This is an optimization exercise on Yosys and OpenROAD, whose aim is small area, not a production implementation.
Only simulation tests tie the RTL to the original design; equivalence was not proved.

Setup of willow:
==> flow/design.v (excerpt) <==
module rgb_to_hsl_converter_core #(
  parameter int HUE_BITS = 12
) (
  input  logic                clk,
  input  logic                rst,
  input  logic                start,
  output logic                busy,
  input  logic [23:0]         pixel,
  output logic                done,
  output logic [HUE_BITS-1:0] hue,
  output logic [7:0]          saturation,
  output logic [7:0]          lightness,
  output logic                achromatic
);
  assign busy = rst;
  logic [7:0] r, g, b;
  assign r = pixel[23:16];
  assign g = pixel[15:8];
  assign b = pixel[7:0];
  logic gt_rg, gt_gr, gt_gb, gt_bg, gt_br, gt_rb;
  rhsl_cmp u_c_rg (.a(r), .b(g), .gt(gt_rg), .lt(gt_gr));
  rhsl_cmp u_c_gb (.a(g), .b(b), .gt(gt_gb), .lt(gt_bg));
  rhsl_cmp u_c_br (.a(b), .b(r), .gt(gt_br), .lt(gt_rb));
  logic [5:0] ks;   
  assign ks[0] = gt_rg  & !gt_bg;    
  assign ks[1] = !gt_rg & gt_rb;     
  assign ks[2] = gt_gb  & !gt_rb;    
  assign ks[3] = !gt_gb & gt_gr;     
  assign ks[4] = gt_br  & !gt_gr;    
  assign ks[5] = !gt_br & gt_bg;     
  logic [7:0] hi, lo, fa, fb;
  assign hi = (!gt_gr && !gt_br) ? r : (!gt_bg ? g : b);
  assign lo = (!gt_rg && !gt_rb) ? r : (!gt_gb ? g : b);
  assign fa = (ks[4] | ks[5]) ? r : ((ks[0] | ks[1]) ? g : b);
  assign fb = (ks[0] | ks[5]) ? b : ((ks[1] | ks[2]) ? r : g);
  logic [7:0] f0, delta0;
  logic [8:0] sum0;
  logic [2:0] k0;
  assign delta0 = hi - lo;
  assign f0     = fa - fb;
  assign sum0   = {1'b0, hi} + {1'b0, lo};
  assign k0     = {ks[3] | ks[4] | ks[5], ks[2] | ks[5], ks[1] | ks[4]};   
  logic [8:0] sp1;
  logic [7:0] den0;
  logic       c0;
  assign sp1  = sum0 + 9'd1;
  ...
Size: roughly 2300 cells after synthesis, ~230 flip-flops, roughly 58 I/O pins, roughly 14000 um^2 of cells after synthesis.
==> flow/config.mk <==
export PLATFORM = sky130hd
export DESIGN_NAME = rgb_to_hsl_converter_core
export DESIGN_NICKNAME = rgb_to_hsl_converter_core
export VERILOG_FILES = /design/flow/design.v
export SDC_FILE = /design/flow/constraint.sdc
export NUM_CORES = 4
export LEC_CHECK = 0
export ABC_AREA = 1
export CAP_MARGIN = 20
export CORE_MARGIN = 2
export CORE_UTILIZATION = 40
export CTS_CLUSTER_DIAMETER = 120
export CTS_CLUSTER_SIZE = 32
export SLEW_MARGIN = 20
==> flow/constraint.sdc <==
create_clock -name core_clock -period 5.5 [get_ports {clk}]
set_input_delay 1.1000 -clock core_clock [delete_from_list [all_inputs] [get_ports {clk}]]
set_output_delay 1.1000 -clock core_clock [all_outputs]
set_load 0.01 [all_outputs]
standard.sh (not shown) runs the stock make flow with config.mk's settings and CLKGATE_MAP_FILE= SYNTH_SCRIPT=/design/flow/synth_recipe.tcl, a recipe that flattens the netlist after the stock synthesis.
==> flow/flow/run.sh <==
#!/bin/bash
# The standard layout (standard.sh) with two changes:
#  - synthesis maps the logic with the ABC script below (choice computation
#    with -f, mapping, buffering and downsizing, but no upsizing) instead of
#    ORFS's abc_area.script; registers are untouched, as ABC runs after they
#    are mapped, and the rest of ORFS's synthesis is the same;
#  - every port is buffered by a buf_1 instead of the delay buffer that
#    buffer_ports picks by default.
# Each tool's full output lands in make.log and under orfs/logs/.
set -euo pipefail
rm -rf scripts
cp -r "$FLOW_HOME/scripts" scripts
printf '%s\n' 'strash' 'dch -f' 'map -B 0.9' 'topo' 'stime -c' 'buffer -c' 'dnsize -c' > scripts/abc_area.script
bash standard.sh SCRIPTS_DIR="$PWD/scripts" ADDER_MAP_FILE= BUFFER_PORTS_ARGS="-buffer_cell sky130_fd_sc_hd__buf_1" finish > make.log 2>&1
willow: flow completed, timing, DRC and antenna clean
--- input diff willow..tundra ---
-- flow/flow/run.sh --
<<< willow, line 13
printf '%s\n' 'strash' 'dch -f' 'map -B 0.9' 'topo' 'stime -c' 'buffer -c' 'dnsize -c' > scripts/abc_area.script
>>> tundra, line 13
printf '%s\n' 'strash' 'dc2' 'dch -f' 'map -B 0.9' 'topo' 'stime -c' 'buffer -c' 'dnsize -c' > scripts/abc_area.script
Notes after the runs:
From the logs: tundra reached the end of the flow and failed the layout checks with negative setup slack.
Routed length on met1, willow and tundra: larger value in tundra
Against willow, tundra reports a number of global-route vias before repair that is higher.
Relative to willow, clock buffer count in the final layout has gone down in tundra.
[inputs] garnet vs tundra
-- flow/flow/run.sh --
<<< tundra, line 2
# The standard layout (standard.sh) with two changes:
>>> garnet, line 2
# The standard layout (standard.sh) with three changes:
<<< tundra, line 5
#    ORFS's abc_area.script; registers are untouched, as ABC runs after they
#    are mapped, and the rest of ORFS's synthesis is the same;
>>> garnet, line 5
#    ORFS's abc_area.script;
#  - synthesis leaves adders to ABC (ADDER_MAP_FILE empty: no full- and
#    half-adder cells are extracted first); registers are untouched by both,
#    as they are mapped before, and the rest of ORFS's synthesis is the same;
<<< tundra, line 13
printf '%s\n' 'strash' 'dc2' 'dch -f' 'map -B 0.9' 'topo' 'stime -c' 'buffer -c' 'dnsize -c' > scripts/abc_area.script
>>> garnet, line 15
printf '%s\n' 'strash' 'dch -f' 'map -B 0.9' 'topo' 'stime -c' 'buffer -c' 'dnsize -c' > scripts/abc_area.script
- garnet: no failed stages, no open violations at the end
- Area of the die (garnet vs. tundra) increases by a little under 10%
- In the metrics for garnet and tundra, the one carrying the lower wire length of the first global-routing pass is garnet.
- Clock skew came out lower on garnet than on tundra.
- | final standard cell area without fillers | garnet vs tundra | better |
- garnet ends up with a inverter count that is 66 higher than in tundra.
- garnet vs. tundra: post-detailed-placement half-perimeter wirelength went down by 2.9%.
- The post-place setup slack of garnet exceeds that of tundra by 1.19 ns.
- Final worst slack is lower on tundra
- Compared garnet vs tundra, and utilization is down in garnet.
- For the count of non-filler cells in the finished layout, garnet came in 236 lower than tundra did.
diff inputs: garnet => onyx
-- flow/flow/run.sh --
<<< garnet, line 2
# The standard layout (standard.sh) with three changes:
>>> onyx, line 2
# The standard layout (standard.sh) with two changes:
<<< garnet, line 5
#    ORFS's abc_area.script;
#  - synthesis leaves adders to ABC (ADDER_MAP_FILE empty: no full- and
#    half-adder cells are extracted first); registers are untouched by both,
#    as they are mapped before, and the rest of ORFS's synthesis is the same;
>>> onyx, line 5
#    ORFS's abc_area.script; registers are untouched, as ABC runs after they
#    are mapped, and the rest of ORFS's synthesis is the same;
<<< garnet, line 15
printf '%s\n' 'strash' 'dch -f' 'map -B 0.9' 'topo' 'stime -c' 'buffer -c' 'dnsize -c' > scripts/abc_area.script
>>> onyx, line 13
printf '%s\n' 'strash' 'dch -f' 'map -B 0.9' 'topo' 'dnsize -c' > scripts/abc_area.script
==> comparison <==
Worst hold slack: garnet and onyx compared, higher one is onyx. [compare] base=garnet new=onyx: number of nets in the synthesized netlist down 38; fmax down about 2%. onyx ended up with a lower maximum net fanout on the critical path than garnet did.

========
job 101:
rgb_to_hsl_converter_core, a different RTL version from the one above (not shown whole).
For scale: roughly 230 flip-flops, ~58 I/O pins, roughly 15000 um2 of cells after synthesis.
Settings: LEC_CHECK=0, ABC_AREA=1, CAP_MARGIN=20, CORE_MARGIN=2, CORE_UTILIZATION=40, CTS_CLUSTER_DIAMETER=100, CTS_CLUSTER_SIZE=24, SLEW_MARGIN=20; clock period 5.5 ns.
==> flow/flow/run.sh <==
#!/bin/bash
# The standard layout (standard.sh) with two changes:
#  - synthesis maps with ABC's area-oriented script below instead of ORFS's
#    abc_area.script (registers are untouched: they are mapped before ABC runs);
#  - every port is buffered by a buf_1 instead of the delay buffer that
#    buffer_ports picks by default.
# Each tool's full output lands in make.log and under orfs/logs/.
set -euo pipefail
rm -rf scripts
cp -r "$FLOW_HOME/scripts" scripts
printf '%s\n' 'strash' 'dch -f' 'map -B 0.9' 'topo' 'stime -c' 'buffer -c' 'dnsize -c' > scripts/abc_area.script
bash standard.sh SCRIPTS_DIR="$PWD/scripts" BUFFER_PORTS_ARGS="-buffer_cell sky130_fd_sc_hd__buf_1" finish > make.log 2>&1
Job 101 reached the end of the flow, and the finished layout is clean on the timing, design-rule and antenna checks.
Input-level comparison between job 102 and job 101:
-- flow/flow/run.sh --
<<< job 101, line 9
rm -rf scripts
cp -r "$FLOW_HOME/scripts" scripts
printf '%s\n' 'strash' 'dch -f' 'map -B 0.9' 'topo' 'stime -c' 'buffer -c' 'dnsize -c' > scripts/abc_area.script
bash standard.sh SCRIPTS_DIR="$PWD/scripts" BUFFER_PORTS_ARGS="-buffer_cell sky130_fd_sc_hd__buf_1" finish > make.log 2>&1
>>> job 102, line 9
rm -rf scripts
cp -r "$FLOW_HOME/scripts" scripts
printf '%s\n' strash "dch -f" "map -D 4600" topo 'stime -c' 'buffer -c' 'upsize -c' 'dnsize -c' > scripts/abc_area.script
bash standard.sh SCRIPTS_DIR="$PWD/scripts" BUFFER_PORTS_ARGS="-buffer_cell sky130_fd_sc_hd__buf_1" finish > make.log 2>&1
Results
Job 102 finished all stages; however, its layout fails the closing checks, the failures being negative setup slack.
For the cell count, job 102 came in 22 higher than job 101 did.
Comparing post-detailed-placement half-perimeter wirelength for job 101 and job 102, the smaller number came from job 101.
Compared with job 101, well tap count in job 102 decreased slightly.
Job 102 vs job 101: global-route usage up
Worst hold slack delta (job 102 − job 101): unfavourable
#### Input delta (job 103 over job 102)
==> flow/flow/run.sh <==
#!/bin/bash
# The standard layout (standard.sh) with two changes:
#  - synthesis maps the logic with the ABC script below (choice computation
#    with -f, mapping, buffering and downsizing, but no upsizing) instead of
#    ORFS's abc_area.script; registers are untouched, as ABC runs after they
#    are mapped, and the rest of ORFS's synthesis is the same;
#  - every port is buffered by a buf_1 instead of the delay buffer that
#    buffer_ports picks by default.
# Each tool's full output lands in make.log and under orfs/logs/.
set -euo pipefail
rm -rf scripts
cp -r "$FLOW_HOME/scripts" scripts
printf '%s\n' 'strash' 'dch -f' 'map -B 0.9' 'topo' 'stime -c' 'buffer -c' 'dnsize -c' > scripts/abc_area.script
bash standard.sh SCRIPTS_DIR="$PWD/scripts" BUFFER_PORTS_ARGS="-buffer_cell sky130_fd_sc_hd__buf_1" finish > make.log 2>&1
### Flow results
- No stage failed in job 103, and the final checks on the layout all came back clean.
- Delta (job 103 minus job 102): sequential share of layout area shows an increase of 3.2 points.
- Density: job 103 sparser than job 102
- In job 103 the hold slack turned out 0.0054 ns higher than in job 102.
- Going from job 102 to job 103, length of routed wiring on met1 fell 700 um, minimum setup slack in the final design went up, vertical die dimension increased by 2.1 um relative to the old numbers, routed wirelength normalized by instance count fell by 11%.
- Looking at source of the critical timing path, the r3_hd[1] result is from job 102; the r1_ssum[0] one comes from job 103.

[afterwards: timing with drivers on the ports]
In the flow no input, the clock included, has a driving cell. The finished layouts below were timed again as built, in two steps.
Step 1: set_driving_cell puts a clkbuf_16 on clk and a buf_2 on each other input, an assumption about the parent block.
Step 2 adds t to the input delays and takes it off the output delays; t is the mean of the earliest and latest rising clock arrival at the registers after step 1. Input paths then give back, and output paths get back, about the clock's delay inside the block.
Slacks: no drivers / after step 1 / after step 2; pairs: no drivers / after step 1.
| run | t (ns) | setup slack, ns | worst hold slack (ns) | slew at the worst register clock pin (ns) | worst data-port slew with drivers (ns) |
|---|---|---|---|---|---|
| willow | 0.508 | 0.725 / 0.727 / 0.240 | 0.329 / 0.329 / 0.329 | 0.12 / 0.12 | 0.03 |
| tundra | 0.526 | -1.069 / -1.069 / -1.069 | 0.318 / 0.318 / 0.318 | 0.12 / 0.12 | 0.05 |
| garnet | 0.508 | 0.725 / 0.727 / 0.240 | 0.329 / 0.329 / 0.329 | 0.12 / 0.12 | 0.03 |
| onyx | 0.500 | 0.622 / 0.644 / 0.144 | 0.332 / 0.332 / 0.332 | 0.11 / 0.11 | 0.04 |
| job 101 | 0.525 | 0.598 / 0.598 / 0.462 | 0.331 / 0.331 / 0.331 | 0.09 / 0.09 | 0.04 |
| job 102 | 0.519 | -0.352 / -0.352 / -0.352 | 0.326 / 0.326 / 0.326 | 0.10 / 0.10 | 0.04 |
| job 103 | 0.525 | 0.598 / 0.598 / 0.462 | 0.331 / 0.331 / 0.331 | 0.09 / 0.09 | 0.04 |
